Context: an optimization exercise on an open-source flow, tuned for small area, a short achievable clock period and few clock cycles per item. The choices shown serve that exercise and are no tape-out recipe. At most, simulation tests tie the RTL to the original design; equivalence was not proved.

==> flow/design.v (excerpt) <==
module gcd_multilane #(
    parameter int width_p = 32,
    parameter int els_p   = 4
) (
    input  logic                       clk_i,
    input  logic                       reset_i,
    input  logic [2*width_p-1:0]       data_i,
    input  logic                       v_i,
    output logic                       ready_o,
    output logic [width_p-1:0]         data_o,
    output logic                       v_o,
    input  logic                       yumi_i,
    output logic [$clog2(els_p+1)-1:0] count_o
);
export LEC_CHECK = 0
export CAP_MARGIN = 20
export CORE_MARGIN = 2
export CORE_UTILIZATION = 40
export SETUP_SLACK_MARGIN = 4.0
export SLEW_MARGIN = 20
create_clock -name core_clock -period 8.0 [get_ports {clk_i}]
standard.sh (not shown) runs the stock make flow with config.mk's settings and CLKGATE_MAP_FILE= SYNTH_SCRIPT=/design/flow/synth_recipe.tcl, a recipe that flattens the netlist after the stock synthesis.
==> flow/flow/run.sh <==
#!/bin/bash
# The standard layout, with each port buffered by sky130_fd_sc_hd__buf_1
# instead of the delay-buffer cell buffer_ports picks by default.
set -euo pipefail
export BUFFER_PORTS_ARGS="-buffer_cell sky130_fd_sc_hd__buf_1"
bash standard.sh finish > flow_make.log 2>&1
Testbench counts at the start, summed over its fixed seeds: cycles 40,892, items 1,920.
Rerun with:
Settings changed: CORE_UTILIZATION 40 to 62, CTS_BUF_LIST set to sky130_fd_sc_hd__clkbuf_4 sky130_fd_sc_hd__clkbuf_8, GPL_TIMING_DRIVEN set to 0.
Outcome: The changed run completed with no timing, DRC or antenna violations; setup slack gets worse by 180 ps; core utilization rose by 26 points; maximum frequency drops by a few percent; global-route usage increases by 19 points; wire length increases by about a fifth; area after synthesis stays the same; sequential share of layout area barely changes; die area decreases by a quarter to a third.
Rerun with:
Settings changed: CORE_UTILIZATION 62 to 50, GPL_TIMING_DRIVEN 0 to unset.
Clock-buffer cell count fell by 3.
Clock skew drops by 5.7 ps.
Sequential share of layout area rose by 0.51 points.
Routed wire length went down by 12%.
Rerun with:
Settings changed: CORE_UTILIZATION 50 to 40, CTS_BUF_LIST sky130_fd_sc_hd__clkbuf_4 sky130_fd_sc_hd__clkbuf_8 to unset, SETUP_SLACK_MARGIN 4.0 to 4.3.
Non-clock buffer count rises by 44.
Cell area rises by 12%.
Utilization falls by 5.5 points.
Via count rises by 3.4%.
Worst setup slack gets better by 310 ps.
Count of clock-buffer cells in the layout is unchanged.
Maximum frequency rises by 8.5%.
Routed wire length rises by 6.5%.
Rerun with:
Settings changed: CORE_UTILIZATION 40 to 62, CTS_BUF_LIST set to sky130_fd_sc_hd__clkbuf_4 sky130_fd_sc_hd__clkbuf_8, SETUP_SLACK_MARGIN 4.3 to 4.15.
Outcome: Worst setup slack gets worse by 270 ps. Global-route usage rose by 9.2 points. Non-clock buffer count went down by 32. Cell area drops by 8.8%. Fmax went down by 6.9%. First-iteration DRC count came out higher by 32%. Cell count went down by 8.6%.

---

== main ==
gcd_multilane, a different RTL version from the one above (not shown whole).
Size in the first run: ~1100 cells after synthesis, about 72 flip-flops, ~110 I/O pins, ~0.0083 mm^2 of cells after synthesis.
==> flow/design.v (excerpt) <==
module gcd_multilane #(
    parameter int width_p = 32,
    parameter int els_p   = 4
) (
    input  logic                       clk_i,
    input  logic                       reset_i,
    input  logic [2*width_p-1:0]       data_i,
    input  logic                       v_i,
    output logic                       ready_o,
    output logic [width_p-1:0]         data_o,
    output logic                       v_o,
    input  logic                       yumi_i,
    output logic [$clog2(els_p+1)-1:0] count_o
);
make LEC_CHECK=0 ABC_CLOCK_PERIOD_IN_PS=4000 CAP_MARGIN=20 CORE_MARGIN=2 CORE_UTILIZATION=60 SETUP_SLACK_MARGIN=4.2 SLEW_MARGIN=20 finish   # period 8.0 ns
run.sh (not shown) runs the stock make flow with config.mk's settings and CLKGATE_MAP_FILE= SYNTH_SCRIPT=/design/flow/synth_recipe.tcl, a recipe that flattens the netlist after the stock synthesis.
Stock flow here: none of the scripts above is used.
In the summary table, main is marked failed, with error GRT-0232 raised in 5_1_grt.
> inputs changed (main -> the feature branch)
# main
export LEC_CHECK = 0
export ABC_CLOCK_PERIOD_IN_PS = 4000
export CAP_MARGIN = 20
export CORE_MARGIN = 2
export CORE_UTILIZATION = 60
export SETUP_SLACK_MARGIN = 4.2
export SLEW_MARGIN = 20
create_clock -name core_clock -period 8.0 [get_ports {clk_i}]
# the feature branch
export LEC_CHECK = 0
export CAP_MARGIN = 20
export CORE_MARGIN = 2
export CORE_UTILIZATION = 40
export SETUP_SLACK_MARGIN = 3.5
export SLEW_MARGIN = 20
create_clock -name core_clock -period 8.0 [get_ports {clk_i}]
## What came out
- Cmp the feature branch vs main: y dimension of the die higher in the feature branch
- HPWL after detailed placement grows by a little under 10% when moving from main to the feature branch.
- The feature branch against main: setup slack after placement decreased 36 ps; cell area after placement increased about 0.5%; distinct cell type count after synthesis essentially unchanged; final RePlAce weighted congestion decreased 0.12.
- Looking at horizontal die dimension across main and the feature branch, the one that comes out lower is main.
- The starting utilization of the core area of the feature branch is lower than that of main.
- For the number of buffers inserted by post-CTS setup repair, the feature branch came in about 56% lower than main did.
- Number of cells upsized or downsized after cts ends up lower on the feature branch.
- The feature branch did not stop at any stage, and its layout met the timing, design-rule and antenna checks.
No run of this note included a check of the RTL's function; only the layout flow was run.

---

The RTL this note starts from:
==> flow/design.v <==
module gcd_multilane #(
    parameter int width_p = 32,
    parameter int els_p   = 4
) (
    input  logic                       clk_i,
    input  logic                       reset_i,
    input  logic [2*width_p-1:0]       data_i,
    input  logic                       v_i,
    output logic                       ready_o,
    output logic [width_p-1:0]         data_o,
    output logic                       v_o,
    input  logic                       yumi_i,
    output logic [$clog2(els_p+1)-1:0] count_o
);
    localparam int sh_w   = $clog2(width_p);
    localparam int max_sh = 7;
    function automatic logic [sh_w:0] ctz(input logic [width_p-1:0] x);
        logic [width_p-1:0]           v;
        logic [width_p-1:0][sh_w-1:0] c;
        for (int i = 0; i < width_p; i++) begin
            v[i] = x[i];
            c[i] = '0;
        end
        for (int l = 0; l < sh_w; l++) begin
            for (int i = 0; i < (width_p >> (l + 1)); i++) begin
                c[i] = v[2*i] ? c[2*i] : (c[2*i+1] | sh_w'(1 << l));
                v[i] = v[2*i] | v[2*i+1];
            end
        end
        ctz = {!v[0], c[0]};
    endfunction
    logic                busy_q;
    logic                first_q;    
    logic                fin_q;      
    logic [width_p-1:0]  a_q, b_q;
    logic [sh_w-1:0]     k_q;        
    logic                accept, retire, eq, found, k_zero, shift_a;
    assign eq      = (a_q == b_q);
    assign found   = eq && (a_q[0] || (a_q == '0));
    assign k_zero  = (k_q == '0);
    assign shift_a = !k_zero && fin_q;
    assign ready_o = !reset_i && !busy_q;
    assign v_o     = busy_q && k_zero && fin_q;
    assign data_o  = a_q;
    assign count_o = {{($clog2(els_p+1)-1){1'b0}}, busy_q};
    assign accept  = v_i && ready_o;
    assign retire  = yumi_i && v_o;
    logic [width_p-1:0]  g, p, gg, pp, g2, p2;
    logic [width_p-1:0]  diff, below, flip, a_step, b_step;
    logic [width_p+max_sh-1:0] ext;
    logic                neg, z_ab, over;
    logic [sh_w-1:0]     k_new;
    logic [max_sh:0]     x_lo;
    logic [2:0]          sh;
    always_comb begin
        g  = a_q & ~b_q;
        p  = ~(a_q ^ b_q);
        gg = g;
        pp = p;
        gg[0] = g[0] | p[0];      
        for (int l = 1; l < width_p; l = l * 2) begin
            g2 = gg;
            p2 = pp;
            for (int i = 0; i < width_p; i++) begin
                if ((i / l) % 2 == 1) begin
                    g2[i] = gg[i] | (pp[i] & gg[(i / l) * l - 1]);
                    p2[i] = pp[i] & pp[(i / l) * l - 1];
                end
            end
            gg = g2;
            pp = p2;
        end
        diff[0]  = ~p[0];
        below[0] = 1'b0;
        for (int i = 1; i < width_p; i++) begin
            diff[i]  = p[i] ^ gg[i-1];
            below[i] = ~pp[i-1];
        end
        neg  = ~gg[width_p-1];
        x_lo   = ~p[max_sh:0];
        sh     = 3'(ctz({{(width_p-max_sh-1){1'b0}}, x_lo}));
        over   = (x_lo == '0);
        for (int i = 0; i < width_p; i++) begin
            flip[i] = (i != 0) && (!over || (i + max_sh >= width_p) ||
                                   below[(i + max_sh) % width_p]);
        end
        ext    = {{max_sh{neg}}, diff} >> sh;
        b_step = ext[width_p-1:0] ^ ({width_p{neg}} & flip);
        if (!a_q[0])         a_step = b_q;
        else if (!b_q[0])    a_step = a_q;
        else if (neg)        a_step = a_q;
        else                 a_step = b_q;
        {z_ab, k_new} = ctz(a_q | b_q);
    end
    always_ff @(posedge clk_i) begin
        if (reset_i) begin
            busy_q <= 1'b0;
        end else if (accept) begin
            busy_q <= 1'b1;
        end else if (retire) begin
            busy_q <= 1'b0;
        end
    end
    always_ff @(posedge clk_i) begin
        if (accept) begin
            a_q     <= data_i[width_p-1:0];
            b_q     <= data_i[2*width_p-1:width_p];
            first_q <= 1'b1;
            fin_q   <= 1'b0;
            k_q     <= '0;
        end else begin
            if (shift_a) begin
                a_q <= a_q << 1;
            end else if (!fin_q) begin
                a_q <= a_step;
            end
            b_q     <= b_step;
            first_q <= 1'b0;
            fin_q   <= fin_q || found;
            if (first_q && !found) begin
                k_q <= z_ab ? '0 : k_new;
            end else if (shift_a) begin
                k_q <= k_q - 1'b1;
            end
        end
    end
endmodule
clock: 8.0 ns
lec_check: 0
cap_margin: 20
core_margin: 2
core_utilization: 60
cts_buf_list: sky130_fd_sc_hd__clkbuf_4 sky130_fd_sc_hd__clkbuf_8
setup_slack_margin: 4.0
slew_margin: 20
tns_end_percent: 5
standard.sh (not shown) runs the stock make flow with config.mk's settings and CLKGATE_MAP_FILE= SYNTH_SCRIPT=/design/flow/synth_recipe.tcl, a recipe that flattens the netlist after the stock synthesis.
Scripts as last shown in full above: flow/flow/run.sh
Testbench counts at the start, summed over its fixed seeds: cycles 40,892, items 1,920.
Edit:
- CORE_UTILIZATION: 60 -> 70
- TNS_END_PERCENT: 5 -> default
After rerunning: The changed run completed with no timing, DRC or antenna violations; non-clock buffer count came out higher by 3; clock-buffer cell count decreases by 2; worst setup slack gains 0.021 ns; register-to-register slack gets better by 0.02 ns.

---

RTL: the design.v shown in full above, as it stands there.
clock: 8.0 ns
lec_check: 0
cap_margin: 20
core_margin: 2
core_utilization: 62
cts_buf_list: sky130_fd_sc_hd__clkbuf_4 sky130_fd_sc_hd__clkbuf_8
setup_slack_margin: 4.0
slew_margin: 20
Scripts as last shown in full above: flow/flow/run.sh
The first run went through all stages and came out clean.
Testbench counts at the start, summed over its fixed seeds: cycles 40,892, items 1,920.
Change:
CORE_UTILIZATION = 40   (was 62)
Effect: Global-route usage fell by 11 points. Non-clock buffer count rose by 11. Via count fell by 1.2%.
Change:
CORE_UTILIZATION = 55   (was 40)
Result: Worst hold slack loses 0.0093 ns. Synthesized cell count does not change. First-iteration DRC count increases by 18%. Flip-flop and latch count is unchanged. Cell area decreases by 2.8%. Global-route usage increases by 9.5 points. Non-clock buffer count decreases by 13. Fmax barely changes.
Change:
ABC_CLOCK_PERIOD_IN_PS = 4000   (was default)
CORE_UTILIZATION = 60   (was 55)
Result: Sequential cell count is unchanged; critical path depth increases by 5; global-route usage increases by 1.1 points; synthesized cell count stays the same; cell area increases by 0.79%; worst hold slack gains 0.0078 ns.

---

Starts from the design.v that is shown in full above.
export LEC_CHECK = 0
export CAP_MARGIN = 20
export CORE_MARGIN = 2
export CORE_UTILIZATION = 62
export CTS_BUF_LIST = sky130_fd_sc_hd__clkbuf_4 sky130_fd_sc_hd__clkbuf_8
export GPL_ROUTABILITY_DRIVEN = 0
export SETUP_SLACK_MARGIN = 4.0
export SLEW_MARGIN = 20
create_clock -name core_clock -period 8.0 [get_ports {clk_i}]
Scripts as last shown in full above: flow/flow/run.sh
Testbench counts at the start, summed over its fixed seeds: cycles 40,892, items 1,920.
Next try:
Settings changed: GPL_ROUTABILITY_DRIVEN 0 to unset, SETUP_SLACK_MARGIN 4.0 to 3.8.
=>
- worst setup slack degrades by 0.14 ns
- non-clock buffer count decreases by 5
- register-to-register slack degrades by 0.14 ns
- count of clock-buffer cells in the layout does not change
- die area stays the same
- clock skew is about the same
Next try:
Settings changed: CAP_MARGIN 20 to 5, CORE_UTILIZATION 62 to 60, SETUP_SLACK_MARGIN 3.8 to 4.0, SLEW_MARGIN 20 to 5.
Via count is higher by 0.80%. Cell count climbs by 0.68%. First-iteration DRC count went up by 12%. Final area went up by 1.7%.
Next try:
Settings changed: CAP_MARGIN 5 to 20, CORE_UTILIZATION 60 to 62, PLACE_DENSITY set to 0.8, SLEW_MARGIN 5 to 20.
The changed run completed without violations.
Hold slack improves by 0.0098 ns.
Die area went down by about 3%.
Cell count hardly moves.
Wire length falls by about 0.4%.
Next try:
Settings changed: CORE_UTILIZATION 62 to 60, PLACE_DENSITY 0.8 to unset, SETUP_SLACK_MARGIN 4.0 to 4.3.
After rerunning: First-iteration DRC count is lower by 4.7%; cell area grows by 6.2%; global-route usage drops by 0.39 points; routed wire length increases by 1.3%.

---

gcd_multilane, a different RTL version from the one above (not shown whole).
Size: roughly 970 cells after synthesis, about 71 flip-flops, about 110 I/O pins.
clock: 8.0 ns
lec_check: 0
cap_margin: 20
core_margin: 2
core_utilization: 62
cts_buf_list: sky130_fd_sc_hd__clkbuf_4 sky130_fd_sc_hd__clkbuf_8
setup_slack_margin: 4.1
slew_margin: 20
Scripts as last shown in full above: flow/flow/run.sh
Testbench counts at the start, summed over its fixed seeds: cycles 40,891, items 1,920.
Change:
Settings changed: SETUP_SLACK_MARGIN 4.1 to 4.0.
Result: The new run passed the timing, design-rule and antenna checks. Area after synthesis stays the same. Clock-buffer cell count rises by 3. Register-to-register slack is worse by 0.08 ns. Routed wire length falls slightly.

---

== v6 ==
Another version of the RTL of gcd_multilane (not shown whole).
Size in the first run: ~1,100 cells after synthesis, ~72 flip-flops, ~110 I/O pins, ~8000 um2 of cells after synthesis.
==> flow/design.v (excerpt) <==
module gcd_multilane #(
    parameter int width_p = 32,
    parameter int els_p   = 4
) (
    input  logic                       clk_i,
    input  logic                       reset_i,
    input  logic [2*width_p-1:0]       data_i,
    input  logic                       v_i,
    output logic                       ready_o,
    output logic [width_p-1:0]         data_o,
    output logic                       v_o,
    input  logic                       yumi_i,
    output logic [$clog2(els_p+1)-1:0] count_o
);
export LEC_CHECK = 0
export CAP_MARGIN = 20
export CORE_MARGIN = 2
export CORE_UTILIZATION = 40
export SETUP_SLACK_MARGIN = 4.0
export SLEW_MARGIN = 20
create_clock -name core_clock -period 8.0 [get_ports {clk_i}]
run.sh (not shown) runs the stock make flow with config.mk's settings and CLKGATE_MAP_FILE= SYNTH_SCRIPT=/design/flow/synth_recipe.tcl, a recipe that flattens the netlist after the stock synthesis.
Stock flow here: none of the scripts above is used.
v6 closes out successfully: all stages finished, all timing, DRC and antenna checks passed.
Inputs modified between v6 and v7:
==> flow/flow/run.sh (new file) <==
#!/bin/bash
# The standard layout, with each port buffered by sky130_fd_sc_hd__buf_1
# instead of the delay-buffer cell buffer_ports picks by default.
set -euo pipefail
export BUFFER_PORTS_ARGS="-buffer_cell sky130_fd_sc_hd__buf_1"
bash standard.sh finish > flow_make.log 2>&1
==> flow/standard.sh (new file) <==
#!/bin/bash
# synth_recipe.tcl (not shown) runs the flow's synth.tcl, then flattens the netlist and writes it again
# the make line also repeats each setting of config.mk as NAME=value (left out here)
make -C /OpenROAD-flow-scripts/flow DESIGN_CONFIG=/design/flow/config.mk WORK_HOME=/design/flow/orfs CLKGATE_MAP_FILE= SYNTH_SCRIPT=/design/flow/synth_recipe.tcl "${@:-finish}"
removed: flow/run.sh
Results
Compared with v6, in v7 met1 global-route usage saw a decrease, growth of design area from synthesis to finish now sits lower.
Any difference in met3 capacity usage during global routing between v6 and v7 is small enough to ignore.
Utilization for v7: 2.8 points down relative to v6
When the final numbers for v7 and v6 were put side by side, the aggregate routed wire length turned out to be smaller in v7.
Clock transition at the register clock pins on the worst setup and hold paths after CTS essentially unchanged between v6 and v7.
Compared to v6, v7 has maximum clock frequency 3.0% lower.
Between v7 and v6, it is v7 whose non-clock buffer count is higher, by about 4%.
In v7, the final worst-path setup slack came out 0.12 ns below the value in v6.
No run of this note included a check of the RTL's function; only the layout flow was run.

[afterwards: timing with drivers on the ports]
In the flow no input, the clock included, has a driving cell. The finished layouts below were timed again as built, in two steps.
Step 1 assumes that a clkbuf_16 drives the clock port and a buf_2 every other input.
Step 2, shift: input delay + t, output delay - t, t = (earliest + latest rising clock arrival at the registers) / 2. This alone moves slack from input paths to output paths.
Slacks: no drivers / after step 1 / after step 2; pairs: no drivers / after step 1.
run	t, ns	slack for setup (ns)	worst hold slack (ns)
the first run of note 1	0.398	4.082 / 4.082 / 3.893	0.518 / 0.518 / 0.518
the second run of note 1	0.427	3.904 / 3.904 / 3.904	0.526 / 0.526 / 0.526
the third run of note 1	0.428	4.086 / 4.086 / 3.855	0.504 / 0.504 / 0.504
the fourth run of note 1	0.402	4.391 / 4.391 / 4.243	0.510 / 0.510 / 0.510
the fifth run of note 1	0.428	4.124 / 4.124 / 4.124	0.507 / 0.507 / 0.507
the feature branch	0.392	3.244 / 3.244 / 3.244	0.524 / 0.524 / 0.524
the first run of note 3	0.422	4.050 / 4.050 / 3.975	0.514 / 0.514 / 0.514
the second run of note 3	0.432	4.072 / 4.072 / 4.072	0.508 / 0.508 / 0.508
the first run of note 4	0.428	4.061 / 4.061 / 4.061	0.507 / 0.507 / 0.507
the second run of note 4	0.424	4.097 / 4.097 / 3.894	0.519 / 0.519 / 0.519
the third run of note 4	0.427	4.098 / 4.098 / 4.098	0.509 / 0.509 / 0.509
the fourth run of note 4	0.424	4.065 / 4.065 / 3.999	0.517 / 0.517 / 0.517
the first run of note 5	0.428	4.113 / 4.113 / 4.113	0.507 / 0.507 / 0.507
the second run of note 5	0.415	3.975 / 3.975 / 3.975	0.509 / 0.509 / 0.509
the third run of note 5	0.424	4.065 / 4.065 / 3.999	0.517 / 0.517 / 0.517
the fourth run of note 5	0.440	4.039 / 4.039 / 3.926	0.527 / 0.527 / 0.527
the fifth run of note 5	0.430	4.314 / 4.314 / 4.106	0.518 / 0.518 / 0.518
the first run of note 6	0.407	4.164 / 4.164 / 3.967	0.550 / 0.550 / 0.550
the second run of note 6	0.413	4.084 / 4.084 / 3.783	0.569 / 0.569 / 0.569
v6	0.391	4.112 / 4.091 / 3.912	0.592 / 0.592 / 0.592
v7	0.387	3.989 / 3.989 / 3.989	0.623 / 0.623 / 0.623
After both steps every run listed still meets setup and hold. The setup slack of the second run of note 6, which loses most, moves by 0.000 ns with the drivers and by -0.301 ns with both steps.
